This design comes from an exercise in tuning for small area, a short achievable clock period and few clock cycles per item on the open sky130 flow, not from production work. Function was checked by simulation only, so behaviour that the tests miss may differ from the original. Power and IR drop assume default switching activity.

==> design/flow/design.v <==
`default_nettype none
package kuart_pkg;
    localparam int unsigned DEFAULT_TABLE_DEPTH = 16;
    localparam int unsigned MAX_OUT             = 16;
    localparam logic [31:0] USER_LIMIT          = 32'h8000_0000;
    localparam logic [31:0] PAGE_MASK           = 32'hFFFF_F000;
    localparam logic [31:0] EXEMPT_RESET        = 32'h02B4_0020;
    localparam logic [1:0] KIND_FAULT   = 2'd0;
    localparam logic [1:0] KIND_RELEASE = 2'd1;
    localparam logic [1:0] KIND_HOLDER  = 2'd2;
    localparam logic [1:0] KIND_NONE    = 2'd3;
    localparam logic REG_TARGET = 1'b0;
    localparam logic REG_EXEMPT = 1'b1;
    localparam int unsigned S_TDATA_W = 136;
    localparam int unsigned M_TDATA_W = 40;
endpackage
`default_nettype wire
`default_nettype none
module kernel_user_access_record_table_unit #(
    parameter int unsigned TABLE_DEPTH = kuart_pkg::DEFAULT_TABLE_DEPTH
) (
    input  wire logic                   aclk,
    input  wire logic                   aresetn,
    input  wire logic                   s_tvalid,
    output logic                        s_tready,
    input  wire logic [kuart_pkg::S_TDATA_W-1:0] s_tdata,
    input  wire logic [1:0]             s_tuser,
    output logic                        m_tvalid,
    input  wire logic                   m_tready,
    output logic [kuart_pkg::M_TDATA_W-1:0] m_tdata,
    output logic                        m_tlast,
    input  wire logic                   cfg_we,
    input  wire logic                   cfg_index,
    input  wire logic [31:0]            cfg_data
);
    localparam int unsigned IW = (TABLE_DEPTH > 1) ? $clog2(TABLE_DEPTH) : 1;
    localparam int unsigned CW = $clog2(TABLE_DEPTH + 1);
    localparam int unsigned OW = $clog2(kuart_pkg::MAX_OUT + 1);
    localparam logic [CW-1:0] DEPTH_C = CW'(TABLE_DEPTH);
    localparam logic [1:0] ST_IDLE = 2'd0;
    localparam logic [1:0] ST_SCAN = 2'd1;
    localparam logic [1:0] ST_DONE = 2'd2;
    logic [1:0]  state_reg, state_next;
    logic [31:0] target_reg, exempt_reg;
    logic [TABLE_DEPTH-1:0] valid_reg;
    logic [31:0] ent_ctx [TABLE_DEPTH];
    logic [31:0] ent_pc  [TABLE_DEPTH];
    logic [31:0] ent_adr [TABLE_DEPTH];
    logic [31:0] ent_thr [TABLE_DEPTH];
    logic [CW-1:0] used_reg;
    logic [CW-1:0] idx_reg;
    logic [OW-1:0] nout_reg;
    logic [1:0]  kind_reg;
    logic [31:0] ctx_reg, thr_reg, adr_reg, pc_reg;
    logic        wr_reg, pass_reg, dbl_reg, found_reg;
    logic [IW-1:0] free_reg;
    logic [31:0] keep_adr_reg;
    logic          rd_live_reg, rd_v_reg;
    logic [IW-1:0] rd_idx_reg;
    logic [31:0]   rd_ctx_reg, rd_pc_reg, rd_adr_reg, rd_thr_reg;
    logic        out_viol_reg, out_dbl_reg, out_rec_reg, out_hit_reg, out_rel_reg;
    logic        out_last_reg;
    logic [31:0] out_adr_reg;
    logic [31:0] i_ctx, i_thr, i_adr, i_pc;
    logic i_user, i_prot, i_wr, i_ac, i_ptew, i_pass;
    logic [1:0] i_rpl;
    assign i_ctx  = s_tdata[31:0];
    assign i_thr  = s_tdata[63:32];
    assign i_adr  = s_tdata[95:64];
    assign i_pc   = s_tdata[127:96];
    assign i_user = s_tdata[128];
    assign i_prot = s_tdata[129];
    assign i_wr   = s_tdata[130];
    assign i_rpl  = s_tdata[132:131];
    assign i_ac   = s_tdata[133];
    assign i_ptew = s_tdata[134];
    assign i_pass = (i_ctx == target_reg) && (i_adr < kuart_pkg::USER_LIMIT) && i_prot &&
                    !(i_wr && !i_ptew) && !i_user && (i_rpl != 2'd3) && !i_ac;
    logic is_fault, is_hold, is_rel, in_take;
    assign is_fault = (kind_reg == kuart_pkg::KIND_FAULT);
    assign is_hold  = (kind_reg == kuart_pkg::KIND_HOLDER);
    assign is_rel   = (kind_reg == kuart_pkg::KIND_RELEASE);
    assign s_tready = (state_reg == ST_IDLE);
    assign in_take  = s_tvalid && s_tready && (s_tuser != kuart_pkg::KIND_NONE);
    logic c_dbl, c_free, c_hold, c_rel;
    assign c_dbl  = rd_live_reg && rd_v_reg && (rd_adr_reg == adr_reg) &&
                    (rd_pc_reg != pc_reg) && !wr_reg;
    assign c_free = rd_live_reg && !rd_v_reg;
    assign c_hold = rd_live_reg && rd_v_reg && !found_reg &&
                    ((rd_adr_reg & kuart_pkg::PAGE_MASK) == (adr_reg & kuart_pkg::PAGE_MASK)) &&
                    (rd_thr_reg == thr_reg);
    assign c_rel  = rd_live_reg && rd_v_reg && (ctx_reg != exempt_reg) &&
                    (nout_reg < OW'(kuart_pkg::MAX_OUT)) &&
                    (((rd_ctx_reg == ctx_reg) && (rd_thr_reg == thr_reg)) ||
                     (rd_thr_reg == 32'd0));
    logic out_free, scan_stall, advance, fetch, scan_end, rel_emit, done_emit;
    logic take_fault, take_hold, take_rel, clr_en, rec_en;
    logic [IW-1:0] fetch_idx;
    assign out_free   = !m_tvalid || m_tready;
    assign scan_stall = is_rel && c_rel && found_reg && !out_free;
    assign advance    = (state_reg == ST_SCAN) && !scan_stall;
    assign fetch      = advance && (idx_reg != DEPTH_C);
    assign scan_end   = advance && (idx_reg == DEPTH_C);
    assign rel_emit   = advance && is_rel && c_rel && found_reg;
    assign done_emit  = (state_reg == ST_DONE) && out_free;
    assign take_fault = advance && is_fault && c_free && !found_reg;
    assign take_hold  = advance && is_hold && c_hold;
    assign take_rel   = advance && is_rel && c_rel;
    assign clr_en     = take_hold || take_rel;
    assign rec_en     = done_emit && is_fault && pass_reg && !dbl_reg && !wr_reg &&
                        found_reg && (used_reg < DEPTH_C);
    assign fetch_idx  = idx_reg[IW-1:0];
    always_comb begin
        state_next = state_reg;
        unique case (state_reg)
            ST_IDLE: if (in_take) state_next = ST_SCAN;
            ST_SCAN: if (scan_end) state_next = ST_DONE;
            ST_DONE: if (done_emit) state_next = ST_IDLE;
            default: state_next = ST_IDLE;
        endcase
    end
    logic        beat_viol, beat_dbl, beat_rec, beat_hit, beat_rel, beat_last;
    logic [31:0] beat_adr;
    always_comb begin
        beat_viol = 1'b0;
        beat_dbl  = 1'b0;
        beat_rec  = 1'b0;
        beat_hit  = 1'b0;
        beat_rel  = found_reg;
        beat_adr  = found_reg ? keep_adr_reg : 32'd0;
        beat_last = 1'b1;
        if (rel_emit) begin
            beat_last = 1'b0;
        end else if (is_fault) begin
            beat_viol = pass_reg;
            beat_dbl  = pass_reg && dbl_reg;
            beat_rec  = rec_en;
            beat_rel  = 1'b0;
            beat_adr  = 32'd0;
        end else if (is_hold) begin
            beat_hit = found_reg;
        end
    end
    assign m_tdata = {3'd0, out_adr_reg, out_rel_reg, out_hit_reg, out_rec_reg,
                      out_dbl_reg, out_viol_reg};
    assign m_tlast = out_last_reg;
    always_ff @(posedge aclk) begin
        if (!aresetn) begin
            state_reg   <= ST_IDLE;
            target_reg  <= 32'd0;
            exempt_reg  <= kuart_pkg::EXEMPT_RESET;
            valid_reg   <= '0;
            used_reg    <= '0;
            idx_reg     <= '0;
            nout_reg    <= '0;
            rd_live_reg <= 1'b0;
            dbl_reg     <= 1'b0;
            found_reg   <= 1'b0;
            m_tvalid    <= 1'b0;
        end else begin
            state_reg <= state_next;
            if (cfg_we) begin
                if (cfg_index == kuart_pkg::REG_TARGET) target_reg <= cfg_data;
                else                         exempt_reg <= cfg_data;
            end
            if (clr_en) begin
                valid_reg[rd_idx_reg] <= 1'b0;
                used_reg <= used_reg - CW'(1);
            end else if (rec_en) begin
                valid_reg[free_reg] <= 1'b1;
                used_reg <= used_reg + CW'(1);
            end
            if (in_take) begin
                idx_reg     <= '0;
                nout_reg    <= '0;
                rd_live_reg <= 1'b0;
                dbl_reg     <= 1'b0;
                found_reg   <= 1'b0;
            end else if (advance) begin
                if (fetch) idx_reg <= idx_reg + CW'(1);
                rd_live_reg <= fetch;
                if (take_rel) nout_reg <= nout_reg + OW'(1);
                if (is_fault && c_dbl) dbl_reg <= 1'b1;
                if (take_fault || take_hold || take_rel) found_reg <= 1'b1;
            end
            if (rel_emit || done_emit) m_tvalid <= 1'b1;
            else if (m_tready)         m_tvalid <= 1'b0;
        end
    end
    always_ff @(posedge aclk) begin
        if (in_take) begin
            kind_reg <= s_tuser;
            ctx_reg  <= i_ctx;
            thr_reg  <= i_thr;
            adr_reg  <= i_adr;
            pc_reg   <= i_pc;
            wr_reg   <= i_wr;
            pass_reg <= i_pass;
        end
        if (take_fault) free_reg <= rd_idx_reg;
        if (take_hold || take_rel) keep_adr_reg <= rd_adr_reg;
        if (rel_emit || done_emit) begin
            out_viol_reg <= beat_viol;
            out_dbl_reg  <= beat_dbl;
            out_rec_reg  <= beat_rec;
            out_hit_reg  <= beat_hit;
            out_rel_reg  <= beat_rel;
            out_adr_reg  <= beat_adr;
            out_last_reg <= beat_last;
        end
    end
    always_ff @(posedge aclk) begin
        if (rec_en) begin
            ent_ctx[free_reg] <= ctx_reg;
            ent_pc[free_reg]  <= pc_reg;
            ent_adr[free_reg] <= adr_reg;
            ent_thr[free_reg] <= thr_reg;
        end
        if (fetch) begin
            rd_idx_reg <= fetch_idx;
            rd_v_reg   <= valid_reg[fetch_idx];
            rd_ctx_reg <= ent_ctx[fetch_idx];
            rd_pc_reg  <= ent_pc[fetch_idx];
            rd_adr_reg <= ent_adr[fetch_idx];
            rd_thr_reg <= ent_thr[fetch_idx];
        end
    end
endmodule
`default_nettype wire
==> design/flow/run.sh <==
#!/bin/bash
# synth_recipe.tcl (not shown) runs the flow's synth.tcl, then flattens the netlist and writes it again
# the make line also repeats each setting of config.mk as NAME=value (left out here)
make -C /OpenROAD-flow-scripts/flow DESIGN_CONFIG=/design/flow/config.mk WORK_HOME=/design/flow/orfs CLKGATE_MAP_FILE= SYNTH_SCRIPT=/design/flow/synth_recipe.tcl finish
==> design/flow/config.mk <==
export PLATFORM = sky130hd
export DESIGN_NAME = kernel_user_access_record_table_unit
export DESIGN_NICKNAME = kernel_user_access_record_table_unit
export VERILOG_FILES = /design/flow/design.v
export SDC_FILE = /design/flow/constraint.sdc
export NUM_CORES = 4
export LEC_CHECK = 0
export CAP_MARGIN = 20
export CORE_MARGIN = 2
export CORE_UTILIZATION = 40
export SLEW_MARGIN = 20
==> design/flow/constraint.sdc <==
create_clock -name core_clock -period 6.0 [get_ports {aclk}]
set_input_delay 1.2000 -clock core_clock [delete_from_list [all_inputs] [get_ports {aclk}]]
set_output_delay 1.2000 -clock core_clock [all_outputs]
set_load 0.01 [all_outputs]
==> results.txt <==
-- Yosys cell counts, types with 4 or more instances --
master    number
a211oi_1       9
a21boi_0       4
a21o_1         6
a21oi_1       85
and2_1        45
and3_1         4
buf_1         59
buf_4          8
clkbuf_1     123
dfxtp_1      101
edfxtp_1    2387
ha_1          15
inv_1         17
mux2i_1        9
mux4_2       645
nand2_1      171
nand2b_1       6
nand3_1       19
nand4_1       33
nor2_1        27
nor2b_1        6
nor3_1        12
nor4_1        45
o2111a_1       4
or3_1          6
xnor2_1       88
xor2_1       111
-- cells by family after synthesis --
kind of cell               Yosys count  synth area share
AOI/OAI and AO/OA                  135           0.00898
xor gates and xnor gates           199            0.0186
adders and majority gates           16           0.00221
buffers and inverters              212           0.00886
DFF                               2488             0.785
muxes                              654             0.156
other                                1         0.0000399
and+or+nand+nor                    392            0.0209
-- how the worst max path moves through the flow --
stage                 from        endpoint  depth (start not counted)
5_1_grt        thr_reg[14]     used_reg[4]                         13
3_3_place_gp   thr_reg[30]     used_reg[4]                         13
6_report       thr_reg[24]     used_reg[4]                         13
2_1_floorplan     m_tready  ent_adr[12][0]                          5
4_1_cts        thr_reg[14]     used_reg[4]                         13
3_5_place_dp      m_tready  ent_thr[3][14]                          7
-- cell usage in the layout, fill, tap and decap left out, types with 15 or more instances in the layout --
cell,n
edfxtp_1,2387
xnor2_1,88
a21oi_1,85
clkinv_2,44
clkbuf_16,242
clkinv_1,44
ha_1,15
xor2_1,111
dfxtp_1,97
nor4_1,42
nand3_1,19
mux4_2,645
buf_4,54
nand4_1,33
buf_12,43
clkdlybuf4s50_1,214
clkbuf_1,59
nor2_1,22
bufinv_16,27
nand2_1,170
and2_1,35
-- power by group through the flow --
stage | sequential (W) | clock, W | combinational [W]
after CTS | 0.0195 | 0.0155 | 0.00118
after detailed placement | 0.0199 | 0 | 0.00118
after global routing | 0.0195 | 0.0162 | 0.00123
final | 0.0195 | 0.0152 | 0.00115
after floorplan | 0.0197 | 0 | 0.000736
after global placement | 0.0198 | 0 | 0.00118
-- critical path, stage by stage (launching register included) --
cell,delay (ns)
edfxtp_1,0.75
xor2_1,0.25
nor4_1,0.59
nand4_1,0.49
or2_2,0.48
or4_4,0.53
o21ba_4,0.24
clkinv_1,0.13
ha_1,0.28
a21o_1,0.20
a21oi_1,0.27
nor3b_1,0.29
a211oi_1,0.11
o311ai_0,0.11
-- final cells by class --
cell class / count / area share
clock inverter: 146 / 0.0146
antenna: 3 / 0.0000691
timing repair buffer: 311 / 0.0314
clock buffer: 310 / 0.0589
tap: 3132 / 0.0361
sequential: 2488 / 0.679
multi-input combinational: 1399 / 0.180
inverter: 17 / 0.000657
-- metal layers --
layer  vias up  wire, um
li1      17900         -
met1     23500     92600
met2      1297    114000
met3       301     12100
met4         2      5680
met5         -        13
-- metrics by stage --
stage | cell area [um^2] | util
final | 109000 | 0.466
after floorplan | 93900 | -
after global routing | 109000 | 0.466
after CTS | 109000 | 0.466
after global placement | 101000 | 0.432
after detailed placement | 101000 | 0.432
==> flow_summary_export.csv <==
group,metric,value,unit
timing,setup_viol,0,
clocking,cts.repair_timing.setup_buffer_count,0,
power,max-vdd-ir-drop,0.000297,V
timing,post-route-min-period,4.82,ns
global_routing,number_of_global_route_vias_before_repair,44700,
routing,drt_iter0_markers,4180,
flow_run,cap_viol_max_count,0,
logic_synthesis,post_synth_edffs,2387,
timing,max_freq,208,MHz
logic_synthesis,yosys_warnings,1,
critical_path,reg2reg_to,"used_reg[4]",
power,sequential_power_share,0.543,
final_layout,areaGrowthSynthToFinish,15.7,%
clocking,post_cts_resize_count,0,
run_status,run_status,"no timing/DRC/antenna violations",
floorplanning,dieHeight,489,um
clocking,h-tree-depth,4,
power,power_frac_comb,0.032,
clocking,clock_tree_from_tritoncts,"done",
placed_design,buffer_ports.inserted,214,
logic_synthesis,synth_seq_cells,2488,
critical_path,reg2reg_from,"thr_reg[24]",
critical_path,crit_type,"flop to flop",
routing,detail_route.drc_violations,0,
final_layout,final.fill_count,19200,
critical_path,worstSetupStartpointType,"flop",
final_layout,non_filler_cells_final,7806,
logic_synthesis,synth_area_leader_cell,"edfxtp_1",
critical_path,worst-path-max-fanout,17,
routing,routed_wl,225000,um
final_layout,multi_input_area,19500,um^2
clocking,cts_hold_repair_buffers,0,
clocking,clkSlewWorstSetupHoldPaths,0.06,ns
power,clock_power_share,0.425,
global_routing,globalRoute.busiestLayer,"met2",
timing,setup_ws,1.18,ns
floorplanning,placementRows,177,
power,total_switching_power,0.00741,W
routing,avgRoutedWirePerCell,28.8,um
timing,period_share,0.803,
critical_path,cp_arrival,5.59,ns
global_routing,gr-usage-met1,0.256,
floorplanning,core-area,233000,um^2
final_layout,sequential_cell_area,73700,um^2
logic_synthesis,main_synth_ff_type,"edfxtp_1",
global_routing,global_route.usage.met3,0.0254,
hold_path,holdPathStages,2,
hold_path,timing.hold.worst.start,"valid_reg[10]",
power,switching_share,0.207,
timing,setup_repair_after_global_routing_missed_its_margin,"false",
timing,relSlewSlack,0.300,
routing,antenna_violating_nets_post_route,0,
timing,timing.clock.skew,0.0539,ns
timing,hold-worst-slack,0.454,ns
clocking,cts-buffers-inserted,241,
power,p_total,0.0359,W
logic_synthesis,synth_area,93900,um^2
logic_synthesis,synth_largest_type_area_fraction,0.763,
placed_design,detailed_place_hpwl,119000,um
logic_synthesis,netlist_top_cells_area,"edfxtp_1 (76%), mux4_2 (15%), dfxtp_1 (2.2%)",
global_routing,antenna_found_initial,7,
timing,tns,0,ns
floorplanning,start_util,0.403,
global_routing,maximum_number_of_pins_on_one_net_before_global_route_repair,132,
power,p_leak,33.0,nW
critical_path,worstSetupEndpointType,"flop",
routing,vias_per_cell,5.50,
logic_synthesis,yosysSeqAreaShare,0.785,
placed_design,post-place-cells,7347,
floorplanning,floorplan.die.width,489,um
power,p_per_area,330,nW/um^2
hold_path,min_delay_worst_endpoint,"valid_reg[10]",
global_routing,grt_remaining_overflow,0,
logic_synthesis,synthDistinctLibCells,59,
logic_synthesis,postSynthCellCount,4097,
timing,tightest_pin_transition,1.04,ns
placed_design,dp_worst_setup_slack,1.08,ns
clocking,root_driver,"clkbuf_16",
clocking,max-clock-path-buffers,3,
logic_synthesis,post_synthesis_area_per_instance,22.9,um^2
floorplanning,dieArea,239000,um^2
placed_design,gp_routability_congestion,0.773,
critical_path,required_arrival_time_at_the_worst_endpoint,6.77,ns
final_layout,design.final.nets,4650,
routing,dr.pass1.iters,7,
clocking,cts_num_sinks,2488,
power,intPower,0.0285,W
clocking,clk-insertion-delay-late,0.89,ns
final_layout,share_of_final_layout_standard_cells_stronger_than_drive_strength_1,0.243,
global_routing,global_route.usage.total,0.188,
critical_path,ff2ff_path_depth,13,
timing,hold_violations,0,
global_routing,grtUsageMet2,0.318,
global_routing,grt_first_pass_wirelength,322000,um
floorplanning,i_o_pins,219,
critical_path,ff2ff_setup_slack,1.18,ns
timing,slew_viol_final,0,
routing,route.vias.total,43000,
hold_path,holdCritPathClass,"flop to flop",
logic_synthesis,asyncSetResetFlopFracSynth,0,
Testbench counts, summed over its fixed seeds: cycles 91,208, items 4,800.

==> afterwards: timing with drivers on the ports <==
In the flow no input, the clock included, has a driving cell. The finished layout below was timed again as built, in two steps.
Step 1 assumes that a clkbuf_16 drives the clock port and a buf_2 every other input.
Step 2 also shifts input and output timing later by t, the mid clock arrival at the registers, as if the neighbouring blocks saw the same clock.
a / b / c = ideal / step 1 / step 2; a / b = the first two.
t (ns): 0.958
setup WS [ns]: 1.181 / 1.181 / 1.026
clock arrival spread, ns: 0.057 / 0.057
worst register clock-pin slew, ns: 0.07 / 0.07
worst data-port slew with drivers (ns): 0.19
After both steps setup and hold are still met in this run. The setup slack of this run moves by 0.000 ns with the drivers and by -0.155 ns with both steps.
